Background: an optimization exercise with open tools, aiming at small area, a short achievable clock period and few clock cycles. Do not read the settings as production practice. Function was checked by simulation only, so behaviour that the tests miss may differ from the original. Power figures rest on the tool's default switching activity, not on a simulated workload.

===== design/flow/design.v =====
package core_pkg;
	typedef logic [32-1:0] word_t;
	typedef logic [4:0] reg_idx_t;
	typedef logic [$clog2(8)-1:0] rob_tag_t;
	typedef enum logic [2:0] {
		ALU_ADD = 3'd0,
		ALU_SUB = 3'd1,
		ALU_AND = 3'd2,
		ALU_OR  = 3'd3,
		ALU_XOR = 3'd4,
		ALU_SLT = 3'd5
	} alu_op_t;
	typedef enum logic [0:0] {
		MUL_LO = 1'b0,
		MUL_HU = 1'b1
	} mul_op_t;
	typedef enum logic {
		UNIT_ALU = 1'b0,
		UNIT_MUL = 1'b1
	} unit_sel_t;
	typedef struct packed {
		logic     ready;
		rob_tag_t tag;
		word_t    value;
	} operand_t;
	typedef struct packed {
		logic     valid;
		rob_tag_t tag;
		word_t    value;
	} cdb_t;
endpackage
`timescale 1ns/100ps
module rename_stage (
	input  logic     clock,
	input  logic     reset,
	input  logic     issue_valid,
	output logic     issue_ready,
	input  logic [3:0] issue_op,
	input  core_pkg::reg_idx_t issue_rd,
	input  core_pkg::reg_idx_t issue_rs1,
	input  core_pkg::reg_idx_t issue_rs2,
	input  logic     issue_use_imm,
	input  core_pkg::word_t    issue_imm,
	input  logic     rob_full,
	input  core_pkg::rob_tag_t rob_alloc_tag,
	output logic     rob_alloc,
	output core_pkg::rob_tag_t rob_read_tag1,
	output core_pkg::rob_tag_t rob_read_tag2,
	input  core_pkg::operand_t rob_read1,
	input  core_pkg::operand_t rob_read2,
	input  logic     alu_rs_full,
	input  logic     mul_rs_full,
	input  core_pkg::cdb_t     cdb,
	input  logic     commit_valid,
	input  core_pkg::rob_tag_t commit_tag,
	input  core_pkg::reg_idx_t commit_rd,
	input  core_pkg::word_t    commit_data,
	output logic      dsp_valid,
	output core_pkg::unit_sel_t dsp_sel,
	output core_pkg::rob_tag_t  dsp_tag,
	output core_pkg::alu_op_t   dsp_alu_op,
	output core_pkg::mul_op_t   dsp_mul_op,
	output core_pkg::operand_t  dsp_src1,
	output core_pkg::operand_t  dsp_src2
);
	core_pkg::word_t    regs [32];
	logic     busy [32];
	core_pkg::rob_tag_t map_tag [32];
	core_pkg::unit_sel_t unit_sel;
	logic      accept;
	function automatic core_pkg::operand_t read_source(input core_pkg::reg_idx_t rs, input core_pkg::operand_t rob_rd);
		core_pkg::operand_t src;
		src.tag   = map_tag[rs];
		src.ready = 1'b1;
		src.value = regs[rs];
		if (busy[rs]) begin
			if (rob_rd.ready) begin
				src.value = rob_rd.value;
			end else if (cdb.valid && cdb.tag == map_tag[rs]) begin
				src.value = cdb.value;
			end else begin
				src.ready = 1'b0;
				src.value = '0;
			end
		end
		read_source = src;
	endfunction
	assign unit_sel    = issue_op[3] ? core_pkg::UNIT_MUL : core_pkg::UNIT_ALU;
	assign issue_ready = !rob_full && !(unit_sel == core_pkg::UNIT_MUL ? mul_rs_full : alu_rs_full);
	assign accept      = issue_valid && issue_ready;
	assign rob_alloc   = accept;
	assign rob_read_tag1 = map_tag[issue_rs1];
	assign rob_read_tag2 = map_tag[issue_rs2];
	assign dsp_valid  = accept;
	assign dsp_sel    = unit_sel;
	assign dsp_tag    = rob_alloc_tag;
	assign dsp_alu_op = core_pkg::alu_op_t'(issue_op[2:0]);
	assign dsp_mul_op = core_pkg::mul_op_t'(issue_op[0]);
	assign dsp_src1   = read_source(issue_rs1, rob_read1);
	assign dsp_src2   = issue_use_imm ? {1'b1, core_pkg::rob_tag_t'(0), issue_imm}
		: read_source(issue_rs2, rob_read2);
	always_ff @(posedge clock) begin
		if (reset) begin
			for (int i = 0; i < 32; i++) begin
				regs[i]    <= '0;
				busy[i]    <= 1'b0;
				map_tag[i] <= '0;
			end
		end else begin
			if (commit_valid && commit_rd != '0) begin
				regs[commit_rd] <= commit_data;
				if (map_tag[commit_rd] == commit_tag) begin
					busy[commit_rd] <= 1'b0;
				end
			end
			if (accept && issue_rd != '0) begin
				busy[issue_rd]    <= 1'b1;
				map_tag[issue_rd] <= rob_alloc_tag;
			end
		end
	end
endmodule
`timescale 1ns/100ps
module reorder_buffer (
	input  logic     clock,
	input  logic     reset,
	input  logic     alloc,
	input  core_pkg::reg_idx_t alloc_rd,
	output logic     full,
	output core_pkg::rob_tag_t alloc_tag,
	input  core_pkg::rob_tag_t read_tag1,
	input  core_pkg::rob_tag_t read_tag2,
	output core_pkg::operand_t read1,
	output core_pkg::operand_t read2,
	input  core_pkg::cdb_t     cdb,
	output logic     commit_valid,
	output core_pkg::rob_tag_t commit_tag,
	output core_pkg::reg_idx_t commit_rd,
	output core_pkg::word_t    commit_data
);
	localparam int CNT_W = $clog2(8 + 1);
	core_pkg::reg_idx_t rd_q    [8];
	core_pkg::word_t    value_q [8];
	logic [8-1:0] ready_q;
	core_pkg::rob_tag_t         head_q;
	core_pkg::rob_tag_t         tail_q;
	logic [CNT_W-1:0] count_q;
	assign full      = count_q == CNT_W'(8);
	assign alloc_tag = tail_q;
	assign read1 = {ready_q[read_tag1], read_tag1, value_q[read_tag1]};
	assign read2 = {ready_q[read_tag2], read_tag2, value_q[read_tag2]};
	assign commit_valid = ready_q[head_q];
	assign commit_tag   = head_q;
	assign commit_rd    = rd_q[head_q];
	assign commit_data  = value_q[head_q];
	always_ff @(posedge clock) begin
		if (reset) begin
			head_q  <= '0;
			tail_q  <= '0;
			count_q <= '0;
			ready_q <= '0;
		end else begin
			if (cdb.valid) begin
				ready_q[cdb.tag] <= 1'b1;
			end
			if (commit_valid) begin
				ready_q[head_q] <= 1'b0;
				head_q          <= head_q + 1'b1;
			end
			if (alloc) begin
				ready_q[tail_q] <= 1'b0;
				tail_q          <= tail_q + 1'b1;
			end
			count_q <= count_q + CNT_W'(alloc) - CNT_W'(commit_valid);
		end
	end
	always_ff @(posedge clock) begin
		if (alloc) begin
			rd_q[tail_q] <= alloc_rd;
		end
		if (cdb.valid) begin
			value_q[cdb.tag] <= cdb.value;
		end
	end
endmodule
`timescale 1ns/100ps
module reservation_station #(
	parameter int        PAYLOAD_W = 3,
	parameter logic      unit      = 1'b0
) (
	input  logic     clock,
	input  logic     reset,
	input  logic      dsp_valid,
	input  core_pkg::unit_sel_t dsp_sel,
	input  core_pkg::rob_tag_t  dsp_tag,
	input  core_pkg::alu_op_t   dsp_alu_op,
	input  core_pkg::mul_op_t   dsp_mul_op,
	input  core_pkg::operand_t  dsp_src1,
	input  core_pkg::operand_t  dsp_src2,
	input  core_pkg::cdb_t     cdb,
	input  logic     unit_free,
	output logic     full,
	output logic     issue_valid,
	output logic [PAYLOAD_W-1:0] issue_payload,
	output core_pkg::word_t    issue_a,
	output core_pkg::word_t    issue_b,
	output core_pkg::rob_tag_t issue_tag
);
	localparam int IDX_W = $clog2(4);
	logic [4-1:0] valid_q;
	logic [PAYLOAD_W-1:0] payload_q [4];
	core_pkg::rob_tag_t tag_q     [4];
	logic [4-1:0] src1_rdy_q;
	logic [4-1:0] src2_rdy_q;
	core_pkg::rob_tag_t src1_tag_q [4];
	core_pkg::rob_tag_t src2_tag_q [4];
	core_pkg::word_t    src1_val_q [4];
	core_pkg::word_t    src2_val_q [4];
	logic [PAYLOAD_W-1:0] new_payload;
	logic             alloc;
	logic             pick_found;
	logic [IDX_W-1:0] free_idx;
	logic [IDX_W-1:0] pick_idx;
	if (unit == core_pkg::UNIT_ALU) begin : g_alu_payload
		assign new_payload = PAYLOAD_W'(dsp_alu_op);
	end else begin : g_mul_payload
		assign new_payload = PAYLOAD_W'(dsp_mul_op);
	end
	assign full  = &valid_q;
	assign alloc = dsp_valid && dsp_sel == unit;
	always_comb begin
		free_idx   = '0;
		pick_idx   = '0;
		pick_found = 1'b0;
		for (int i = 4 - 1; i >= 0; i--) begin
			if (!valid_q[i]) begin
				free_idx = IDX_W'(i);
			end
			if (valid_q[i] && src1_rdy_q[i] && src2_rdy_q[i]) begin
				pick_idx   = IDX_W'(i);
				pick_found = 1'b1;
			end
		end
	end
	assign issue_valid   = pick_found && unit_free;
	assign issue_payload = payload_q[pick_idx];
	assign issue_a       = src1_val_q[pick_idx];
	assign issue_b       = src2_val_q[pick_idx];
	assign issue_tag     = tag_q[pick_idx];
	always_ff @(posedge clock) begin
		if (reset) begin
			valid_q <= '0;
		end else begin
			if (issue_valid) begin
				valid_q[pick_idx] <= 1'b0;
			end
			if (alloc) begin
				valid_q[free_idx] <= 1'b1;
			end
		end
	end
	always_ff @(posedge clock) begin
		for (int i = 0; i < 4; i++) begin
			if (!src1_rdy_q[i] && cdb.valid && cdb.tag == src1_tag_q[i]) begin
				src1_rdy_q[i] <= 1'b1;
				src1_val_q[i] <= cdb.value;
			end
			if (!src2_rdy_q[i] && cdb.valid && cdb.tag == src2_tag_q[i]) begin
				src2_rdy_q[i] <= 1'b1;
				src2_val_q[i] <= cdb.value;
			end
		end
		if (alloc) begin
			payload_q[free_idx] <= new_payload;
			tag_q[free_idx]     <= dsp_tag;
			src1_rdy_q[free_idx] <= dsp_src1.ready;
			src1_tag_q[free_idx] <= dsp_src1.tag;
			src1_val_q[free_idx] <= dsp_src1.value;
			src2_rdy_q[free_idx] <= dsp_src2.ready;
			src2_tag_q[free_idx] <= dsp_src2.tag;
			src2_val_q[free_idx] <= dsp_src2.value;
		end
	end
endmodule
`timescale 1ns/100ps
module alu_unit (
	input  logic     clock,
	input  logic     reset,
	input  logic     issue_valid,
	input  core_pkg::alu_op_t  op,
	input  core_pkg::word_t    a,
	input  core_pkg::word_t    b,
	input  core_pkg::rob_tag_t tag,
	output logic     free,
	output core_pkg::cdb_t     req,
	input  logic     grant
);
	core_pkg::word_t    result;
	logic     hold_valid;
	core_pkg::rob_tag_t hold_tag;
	core_pkg::word_t    hold_value;
	always_comb begin
		case (op)
			core_pkg::ALU_ADD: result = a + b;
			core_pkg::ALU_SUB: result = a - b;
			core_pkg::ALU_AND: result = a & b;
			core_pkg::ALU_OR:  result = a | b;
			core_pkg::ALU_XOR: result = a ^ b;
			core_pkg::ALU_SLT: result = core_pkg::word_t'($signed(a) < $signed(b));
			default: result = '0;
		endcase
	end
	assign free = !hold_valid || grant;
	assign req  = {hold_valid, hold_tag, hold_value};
	always_ff @(posedge clock) begin
		if (reset) begin
			hold_valid <= 1'b0;
		end else if (issue_valid) begin
			hold_valid <= 1'b1;
		end else if (grant) begin
			hold_valid <= 1'b0;
		end
	end
	always_ff @(posedge clock) begin
		if (issue_valid) begin
			hold_tag   <= tag;
			hold_value <= result;
		end
	end
endmodule
`timescale 1ns/100ps
module mul_unit (
	input  logic     clock,
	input  logic     reset,
	input  logic     start,
	input  core_pkg::mul_op_t  op,
	input  core_pkg::word_t    a,
	input  core_pkg::word_t    b,
	input  core_pkg::rob_tag_t tag,
	output logic     idle,
	output core_pkg::cdb_t     req,
	input  logic     grant
);
	localparam int CNT_W = $clog2(32);
	typedef enum logic [1:0] {
		MUL_IDLE,
		MUL_RUN,
		MUL_DONE
	} mul_state_t;
	mul_state_t         state_q;
	logic [CNT_W-1:0]   step_q;
	logic [2*32-1:0] mcand_q;
	logic [2*32-1:0] acc_q;
	core_pkg::word_t              mplier_q;
	core_pkg::mul_op_t            op_q;
	core_pkg::rob_tag_t           tag_q;
	assign idle = state_q == MUL_IDLE;
	assign req  = {state_q == MUL_DONE, tag_q,
		op_q == core_pkg::MUL_HU ? acc_q[2*32-1:32] : acc_q[32-1:0]};
	always_ff @(posedge clock) begin
		if (reset) begin
			state_q <= MUL_IDLE;
			step_q  <= '0;
		end else begin
			case (state_q)
				MUL_IDLE: if (start) begin
					state_q <= MUL_RUN;
					step_q  <= '0;
				end
				MUL_RUN: begin
					step_q <= step_q + 1'b1;
					if (step_q == CNT_W'(32 - 1)) begin
						state_q <= MUL_DONE;
					end
				end
				MUL_DONE: if (grant) begin
					state_q <= MUL_IDLE;
				end
				default: state_q <= MUL_IDLE;
			endcase
		end
	end
	always_ff @(posedge clock) begin
		if (start) begin
			mcand_q  <= {{32{1'b0}}, a};
			mplier_q <= b;
			acc_q    <= '0;
			op_q     <= op;
			tag_q    <= tag;
		end else if (state_q == MUL_RUN) begin
			if (mplier_q[0]) begin
				acc_q <= acc_q + mcand_q;
			end
			mcand_q  <= mcand_q << 1;
			mplier_q <= mplier_q >> 1;
		end
	end
endmodule
`timescale 1ns/100ps
module cdb_arbiter (
	input  core_pkg::cdb_t alu_req,
	input  core_pkg::cdb_t mul_req,
	output logic alu_grant,
	output logic mul_grant,
	output core_pkg::cdb_t cdb
);
	assign mul_grant = mul_req.valid;
	assign alu_grant = alu_req.valid && !mul_req.valid;
	assign cdb = mul_req.valid ? mul_req : alu_req;
endmodule
`timescale 1ns/100ps
module ooo_core (
	input  logic       clock,
	input  logic       reset,
	input  logic       issue_valid,
	output logic       issue_ready,
	input  logic [3:0] issue_op,
	input  core_pkg::reg_idx_t   issue_rd,
	input  core_pkg::reg_idx_t   issue_rs1,
	input  core_pkg::reg_idx_t   issue_rs2,
	input  logic       issue_use_imm,
	input  core_pkg::word_t      issue_imm,
	output logic       commit_valid,
	output core_pkg::reg_idx_t   commit_rd,
	output core_pkg::word_t      commit_data
);
	logic     rob_full;
	logic     rob_alloc;
	core_pkg::rob_tag_t rob_alloc_tag;
	core_pkg::rob_tag_t rob_read_tag1;
	core_pkg::rob_tag_t rob_read_tag2;
	core_pkg::operand_t rob_read1;
	core_pkg::operand_t rob_read2;
	core_pkg::rob_tag_t commit_tag;
	logic     alu_rs_full;
	logic     alu_issue;
	core_pkg::alu_op_t  alu_op;
	core_pkg::word_t    alu_a;
	core_pkg::word_t    alu_b;
	core_pkg::rob_tag_t alu_tag;
	logic     mul_rs_full;
	logic     mul_issue;
	core_pkg::mul_op_t  mul_op;
	core_pkg::word_t    mul_a;
	core_pkg::word_t    mul_b;
	core_pkg::rob_tag_t mul_tag;
	logic alu_free;
	logic mul_idle;
	core_pkg::cdb_t alu_req;
	core_pkg::cdb_t mul_req;
	logic alu_grant;
	logic mul_grant;
	core_pkg::cdb_t cdb;
	logic      dsp_valid;
	core_pkg::unit_sel_t dsp_sel;
	core_pkg::rob_tag_t  dsp_tag;
	core_pkg::alu_op_t   dsp_alu_op;
	core_pkg::mul_op_t   dsp_mul_op;
	core_pkg::operand_t  dsp_src1;
	core_pkg::operand_t  dsp_src2;
	rename_stage rename (
		.clock         (clock),
		.reset         (reset),
		.issue_valid   (issue_valid),
		.issue_ready   (issue_ready),
		.issue_op      (issue_op),
		.issue_rd      (issue_rd),
		.issue_rs1     (issue_rs1),
		.issue_rs2     (issue_rs2),
		.issue_use_imm (issue_use_imm),
		.issue_imm     (issue_imm),
		.rob_full      (rob_full),
		.rob_alloc_tag (rob_alloc_tag),
		.rob_alloc     (rob_alloc),
		.rob_read_tag1 (rob_read_tag1),
		.rob_read_tag2 (rob_read_tag2),
		.rob_read1     (rob_read1),
		.rob_read2     (rob_read2),
		.alu_rs_full   (alu_rs_full),
		.mul_rs_full   (mul_rs_full),
		.cdb           (cdb),
		.commit_valid  (commit_valid),
		.commit_tag    (commit_tag),
		.commit_rd     (commit_rd),
		.commit_data   (commit_data),
		.dsp_valid     (dsp_valid),
		.dsp_sel       (dsp_sel),
		.dsp_tag       (dsp_tag),
		.dsp_alu_op    (dsp_alu_op),
		.dsp_mul_op    (dsp_mul_op),
		.dsp_src1      (dsp_src1),
		.dsp_src2      (dsp_src2)
	);
	reorder_buffer rob (
		.clock        (clock),
		.reset        (reset),
		.alloc        (rob_alloc),
		.alloc_rd     (issue_rd),
		.full         (rob_full),
		.alloc_tag    (rob_alloc_tag),
		.read_tag1    (rob_read_tag1),
		.read_tag2    (rob_read_tag2),
		.read1        (rob_read1),
		.read2        (rob_read2),
		.cdb          (cdb),
		.commit_valid (commit_valid),
		.commit_tag   (commit_tag),
		.commit_rd    (commit_rd),
		.commit_data  (commit_data)
	);
	reservation_station #(.PAYLOAD_W(3), .unit(core_pkg::UNIT_ALU)) alu_rs (
		.clock         (clock),
		.reset         (reset),
		.dsp_valid     (dsp_valid),
		.dsp_sel       (dsp_sel),
		.dsp_tag       (dsp_tag),
		.dsp_alu_op    (dsp_alu_op),
		.dsp_mul_op    (dsp_mul_op),
		.dsp_src1      (dsp_src1),
		.dsp_src2      (dsp_src2),
		.cdb           (cdb),
		.unit_free     (alu_free),
		.full          (alu_rs_full),
		.issue_valid   (alu_issue),
		.issue_payload (alu_op),
		.issue_a       (alu_a),
		.issue_b       (alu_b),
		.issue_tag     (alu_tag)
	);
	reservation_station #(.PAYLOAD_W(1), .unit(core_pkg::UNIT_MUL)) mul_rs (
		.clock         (clock),
		.reset         (reset),
		.dsp_valid     (dsp_valid),
		.dsp_sel       (dsp_sel),
		.dsp_tag       (dsp_tag),
		.dsp_alu_op    (dsp_alu_op),
		.dsp_mul_op    (dsp_mul_op),
		.dsp_src1      (dsp_src1),
		.dsp_src2      (dsp_src2),
		.cdb           (cdb),
		.unit_free     (mul_idle),
		.full          (mul_rs_full),
		.issue_valid   (mul_issue),
		.issue_payload (mul_op),
		.issue_a       (mul_a),
		.issue_b       (mul_b),
		.issue_tag     (mul_tag)
	);
	alu_unit alu (
		.clock       (clock),
		.reset       (reset),
		.issue_valid (alu_issue),
		.op          (alu_op),
		.a           (alu_a),
		.b           (alu_b),
		.tag         (alu_tag),
		.free        (alu_free),
		.req         (alu_req),
		.grant       (alu_grant)
	);
	mul_unit mul (
		.clock (clock),
		.reset (reset),
		.start (mul_issue),
		.op    (mul_op),
		.a     (mul_a),
		.b     (mul_b),
		.tag   (mul_tag),
		.idle  (mul_idle),
		.req   (mul_req),
		.grant (mul_grant)
	);
	cdb_arbiter arbiter (
		.alu_req   (alu_req),
		.mul_req   (mul_req),
		.alu_grant (alu_grant),
		.mul_grant (mul_grant),
		.cdb       (cdb)
	);
endmodule

===== design/flow/run.sh =====
#!/bin/bash
# synth_recipe.tcl (not shown) runs the flow's synth.tcl, then flattens the netlist and writes it again
# the make line also repeats each setting of config.mk as NAME=value (left out here)
make -C /OpenROAD-flow-scripts/flow DESIGN_CONFIG=/design/flow/config.mk WORK_HOME=/design/flow/orfs CLKGATE_MAP_FILE= SYNTH_SCRIPT=/design/flow/synth_recipe.tcl finish

===== design/flow/config.mk =====
export PLATFORM = sky130hd
export DESIGN_NAME = ooo_core
export DESIGN_NICKNAME = ooo_core
export VERILOG_FILES = /design/flow/design.v
export SDC_FILE = /design/flow/constraint.sdc
export NUM_CORES = 4
export LEC_CHECK = 0
export CAP_MARGIN = 20
export CORE_MARGIN = 2
export CORE_UTILIZATION = 30
export SLEW_MARGIN = 20

===== design/flow/constraint.sdc =====
create_clock -name core_clock -period 6.0 [get_ports {clock}]
set_input_delay 1.2000 -clock core_clock [delete_from_list [all_inputs] [get_ports {clock}]]
set_output_delay 1.2000 -clock core_clock [all_outputs]
set_load 0.01 [all_outputs]

==> reports/qor.yml <==
power_and_ir_drop:
  p_int_w: 0.0296
  pwr_density_cell_nw_per_um2: 294
  seq_power_share_pct: 45.5
  p_sw_w: 0.0117
  power_switching_share_pct: 28.3
  max-vdd-ir-drop_mv: 0.284
  comb_power_share_pct: 17.5
  post-layout-total-power_w: 0.0412
  power_leakage_nw: 49.4
  pwr-share-clk_pct: 37.0
grt:
  globalRouteOverflowTotal: 0
  grt_first_pass_wirelength_um: 633000
  grt_start_max_net_pins: 103
  grt.total_usage_pct: 20.8
  grt_antenna_before_repair: 17
  grt_pass1_vias: 87100
timing:
  skew_ns: 0.116
  tns_ns: 0
  timing.final.max_slew_violations: 0
  relSlewSlack_pct: 22.7
  fmax_mhz: 180
  timing.final.setup_violations: 0
  final_hold_viol_count: 0
  rsz0062_at_grt: "no"
  period_minus_slack_ns: 5.56
  period_share_pct: 92.7
  max_slew.worst_pin.slew_ns: 1.16
logic_synthesis:
  fraction_of_the_mapped_netlist_area_in_compound_gates_pct: 8.00
  post_synth_mux_area_share_pct: 17.9
  post_synth_instance_area_um2: 123000
  synthXorXnorAreaFrac_pct: 0.909
  synth_simple_gate_area_share_pct: 13.3
  synth_edf_count: 2119
  adder_cell_share_of_the_synthesized_area_pct: 2.08
  syn-instance-count: 10400
  dominantRegCellSynth: "sky130_fd_sc_hd__edfxtp_1"
  synth-seq-area-share_pct: 54.5
  main_combinational_cell_family_by_area_after_synthesis: "multiplexers"
  post_synth_num_cell_types: 87
  async_flop_share_pct: 0
  synth_warnings: 6
  ys_seq_elements: 2300
  post_synth.cell_area_avg_um2: 11.9
clock_network:
  worstSkewPairLatency_ns: 0.98
  clk_root_buffer_cell: "sky130_fd_sc_hd__clkbuf_16"
  tritoncts: "built"
  ctsLongestPathBuffers: 4
  hold_fix_buffers_at_cts: 0
  cts_made_buffers: 244
  path_clk_slew_ns: 0.06
  post_cts.resized_instances: 0
  htree_num_levels: 4
  cts.repair_timing.setup_buffer_count: 0
  number_of_sinks_driven_by_the_clock_tree: 2300
drt:
  drt-vias-per-instance: 5.72
  antenna_left: 0
  routedWlPerCell_um: 28.1
  dr_total_vias: 90900
  drt-total-wl_um: 447000
  detailedRoute.firstIterationViolations: 13200
  drtPass1Iterations: 6
  drc_errors: 0
placement:
  dpl_cell_area_um2: 133000
  placement.io_buffers: 93
  hpwlAfterDp_um: 281000
  gp_congestion: 0.929
worst_setup_path:
  end_kind: "flip-flop"
  max_stage_delay_ns: 0.66
  path_buf_inv: 2
  critical_path_cell_by_cell: "nand3_1, nand2_1, or3_2, buf_12, o22ai_1, nor2_1, o21a_1, ha_1, inv_1, a21oi_1, o31ai_1, a311o_1, a211o_1, a31oi_1, o21ai_0, nand3_1, a31oi_1, a211o_1, a211o_1"
  slack_of_the_worst_reg_to_reg_path_ns: 0.44
  timing.critical_path.slowest_stage_cell: "sky130_fd_sc_hd__or3_2"
  worst_path_most_repeated_cell: "sky130_fd_sc_hd__a211o_1"
  cp.required_ns: 6.65
  worst-path-stages: 19
  cpLargestDelayFamily: "compound AO/OA/AOI/OAI gates"
  rr_endpoint: "alu.hold_value[31]"
  critPathCapture: "alu.hold_value[31]"
  path_class: "flip-flop to flip-flop"
  regToRegStartpoint: "alu_rs.valid_q[0]"
  cp-startpoint: "alu_rs.valid_q[0]"
  cp_data_arrival_time_ns: 6.21
  crit_path_start_kind: "flip-flop"
  path_depth_of_the_worst_reg2reg_path: 19
  timing.critical_path.fanout_max: 55
final_layout:
  postLayoutCellArea_um2: 140000
  flow.area_growth_from_synthesis_pct: 13.8
  drive_gt1_share_pct: 17.6
  fill_cells: 39800
  layout.nets: 10500
  final_core_occ_pct: 34.3
  reg_area_um2: 67300
  multi_input_combinational_cell_area_um2: 53100
floorplanning:
  die-area_um2: 416000
  starting_density_pct: 30.1
  num_io_pins: 94
  die_x_um: 645
  die_height_um: 645
  core_area_um2: 410000
  core_rows: 235
outcome:
  run_status: "timing/DRC/antenna clean"
min_path:
  holdCritPathClass: "flip-flop to flip-flop"
job:
  max_cap_viol_count: 0
metrics by stage:
| step | instances | hold slack, ns | setup slack (ns) |
|---|---|---|---|
| 2_1_floorplan | 10400 | 0.439 | 1.35 |
| 3_3_place_gp | 15400 | 0.458 | 0.609 |
| 3_5_place_dp | 15400 | 0.463 | 0.585 |
| 4_1_cts | 15900 | 0.472 | 0.532 |
| 5_1_grt | 15900 | 0.485 | 0.0593 |
| 6_report | 15900 | 0.472 | 0.440 |
final cells by class:
cell class	count	share of cell area (%)
sequential	2300	47.9
multi-input combinational	7033	37.9
tap	5451	4.86
clock buffer	302	4.62
timing repair buffer	475	3.31
clock inverter	140	0.938
inverter	180	0.490
antenna	10	0.0178
how the worst min path moves through the flow:
stage | from | to | slack (ns) | cells past startpoint
2_1_floorplan | mul.step_q[3] | mul.step_q[3] | 0.44 | 1
3_3_place_gp | mul.acc_q[4] | mul.acc_q[4] | 0.46 | 2
3_5_place_dp | mul.acc_q[19] | mul.acc_q[19] | 0.46 | 2
4_1_cts | mul.acc_q[19] | mul.acc_q[19] | 0.47 | 2
5_1_grt | mul.acc_q[10] | mul.acc_q[10] | 0.49 | 2
6_report | mul.mcand_q[63] | mul.mcand_q[63] | 0.47 | 2
power by group through the flow:
stage | logic, W | clock network [W] | registers (W)
detailed placement | 0.00705 | 0 | 0.0191
global placement | 0.00702 | 0 | 0.0191
floorplan | 0.00460 | 0 | 0.0189
global route | 0.00767 | 0.0159 | 0.0188
CTS | 0.00708 | 0.0153 | 0.0188
finish | 0.00721 | 0.0152 | 0.0188
worst register-to-register path, delay by kind of cell (launching register included):
kind / cells / cell delay, ns
adders and majority gates: 1 / 0.41
buffers and inverters: 2 / 0.37
and+or+nand+nor: 5 / 1.24
AOI/OAI and AO/OA: 11 / 2.95
DFF: 1 / 0.34
cells by family (layout without fill, tap and decap cells):
kind of cell | Yosys count | in the layout
mux | 1225 | 1225
other cells | 1 | 45
fa+ha+maj | 203 | 203
compound gates | 1528 | 1528
xor+xnor | 128 | 128
flops | 2300 | 2300
simple gates | 3914 | 3914
buf+inv | 1052 | 1097
layer usage:
layer  routed length [µm]  vias to the layer above  track usage [%]
met5                   62                        -                0
met4                24200                       10             9.45
met3                51500                     1150             5.04
met2               206000                     5658             33.6
met1               165000                    45600             26.4
li1                     -                    38500                -
cells in the mapped netlist (22+ instances only):
master,count,share of area (%)
sky130_fd_sc_hd__nor3_1,143,0.58
sky130_fd_sc_hd__xnor2_1,86,0.61
sky130_fd_sc_hd__o22ai_1,80,0.41
sky130_fd_sc_hd__mux2i_1,422,3.4
sky130_fd_sc_hd__buf_2,76,0.31
sky130_fd_sc_hd__nand4_1,67,0.34
sky130_fd_sc_hd__a32oi_1,49,0.35
sky130_fd_sc_hd__o21ai_2,30,0.21
sky130_fd_sc_hd__a211o_1,40,0.28
sky130_fd_sc_hd__and3_1,22,0.11
sky130_fd_sc_hd__nor2_1,1455,4.4
sky130_fd_sc_hd__o211ai_1,31,0.19
sky130_fd_sc_hd__inv_1,164,0.50
sky130_fd_sc_hd__o21ai_1,46,0.19
sky130_fd_sc_hd__o21a_1,80,0.49
sky130_fd_sc_hd__o31ai_1,76,0.46
sky130_fd_sc_hd__nand2_1,1546,4.7
sky130_fd_sc_hd__or2_2,51,0.26
sky130_fd_sc_hd__ha_1,199,2.0
sky130_fd_sc_hd__o21ai_0,448,1.8
sky130_fd_sc_hd__a222oi_1,74,0.60
sky130_fd_sc_hd__dfxtp_1,181,2.9
sky130_fd_sc_hd__edfxtp_1,2119,52
sky130_fd_sc_hd__clkbuf_1,705,2.1
sky130_fd_sc_hd__nand3_1,387,1.6
sky130_fd_sc_hd__o21bai_1,23,0.14
sky130_fd_sc_hd__nand2b_1,61,0.31
sky130_fd_sc_hd__mux4_2,779,14
sky130_fd_sc_hd__a31oi_1,92,0.47
sky130_fd_sc_hd__nor4_1,28,0.14
sky130_fd_sc_hd__nor2b_1,54,0.27
sky130_fd_sc_hd__buf_1,80,0.24
sky130_fd_sc_hd__and2_1,48,0.24
sky130_fd_sc_hd__a21o_1,59,0.36
sky130_fd_sc_hd__xor2_1,42,0.30
sky130_fd_sc_hd__a211oi_1,22,0.13
sky130_fd_sc_hd__a21oi_1,269,1.1
placed cells by master (no fill, tap or decap), types with 38 or more instances in the layout:
cell / n
sky130_fd_sc_hd__o21ai_0: 416
sky130_fd_sc_hd__nand2_1: 1506
sky130_fd_sc_hd__buf_4: 318
sky130_fd_sc_hd__a21oi_1: 269
sky130_fd_sc_hd__a31oi_1: 89
sky130_fd_sc_hd__a32oi_1: 49
sky130_fd_sc_hd__nand2_2: 38
sky130_fd_sc_hd__nor3_1: 139
sky130_fd_sc_hd__clkdlybuf4s50_1: 83
sky130_fd_sc_hd__o31ai_1: 76
sky130_fd_sc_hd__clkinv_1: 50
sky130_fd_sc_hd__nand4_1: 67
sky130_fd_sc_hd__nor2b_1: 52
sky130_fd_sc_hd__clkbuf_16: 248
sky130_fd_sc_hd__ha_1: 199
sky130_fd_sc_hd__mux4_2: 779
sky130_fd_sc_hd__a21o_1: 59
sky130_fd_sc_hd__o21ai_2: 50
sky130_fd_sc_hd__clkinv_2: 56
sky130_fd_sc_hd__a211o_1: 40
sky130_fd_sc_hd__o21a_1: 80
sky130_fd_sc_hd__a222oi_1: 74
sky130_fd_sc_hd__nand3_1: 382
sky130_fd_sc_hd__or2_2: 51
sky130_fd_sc_hd__clkbuf_1: 46
sky130_fd_sc_hd__inv_1: 162
sky130_fd_sc_hd__edfxtp_1: 2119
sky130_fd_sc_hd__buf_12: 66
sky130_fd_sc_hd__mux2i_1: 384
sky130_fd_sc_hd__o22ai_1: 80
sky130_fd_sc_hd__xnor2_1: 86
sky130_fd_sc_hd__o21ai_1: 58
sky130_fd_sc_hd__nor2_1: 1437
sky130_fd_sc_hd__dfxtp_1: 178
sky130_fd_sc_hd__xor2_1: 42
sky130_fd_sc_hd__and2_1: 46
state kept, by name, summed over array words and instances, names as in the netlist, 40 cells and up, named ones only:
name               cells
alu_rs.src1_val_q    128
alu_rs.src2_val_q    128
mul.acc_q             64
mul.mcand_q           64
mul_rs.src1_val_q    128
mul_rs.src2_val_q    128
rename.map_tag        96
rename.regs         1024
rob.rd_q              40
rob.value_q          256
Testbench counts, summed over its fixed seeds: cycles 15,364.

## separate check: timing with driven ports
The results above use ideal ports. As a check the final layout listed here was re-extracted and re-timed, cells and wires unchanged.
Step 1: set_driving_cell puts a clkbuf_16 on clock and a buf_2 on each other input, an assumption about the parent block.
Step 2 adds t to the input delays and takes it off the output delays; t is the mean of the earliest and latest rising clock arrival at the registers after step 1. Input paths then give back, and output paths get back, about the clock's delay inside the block.
Slacks: no drivers / after step 1 / after step 2; pairs: no drivers / after step 1.
t, ns: 1.030
slack for setup (ns): 0.440 / 0.440 / 0.337
latest minus earliest clock arrival (ns): 0.120 / 0.120
After both steps setup and hold are still met in this run. The setup slack of this run moves by 0.000 ns with the drivers and by -0.103 ns with both steps.
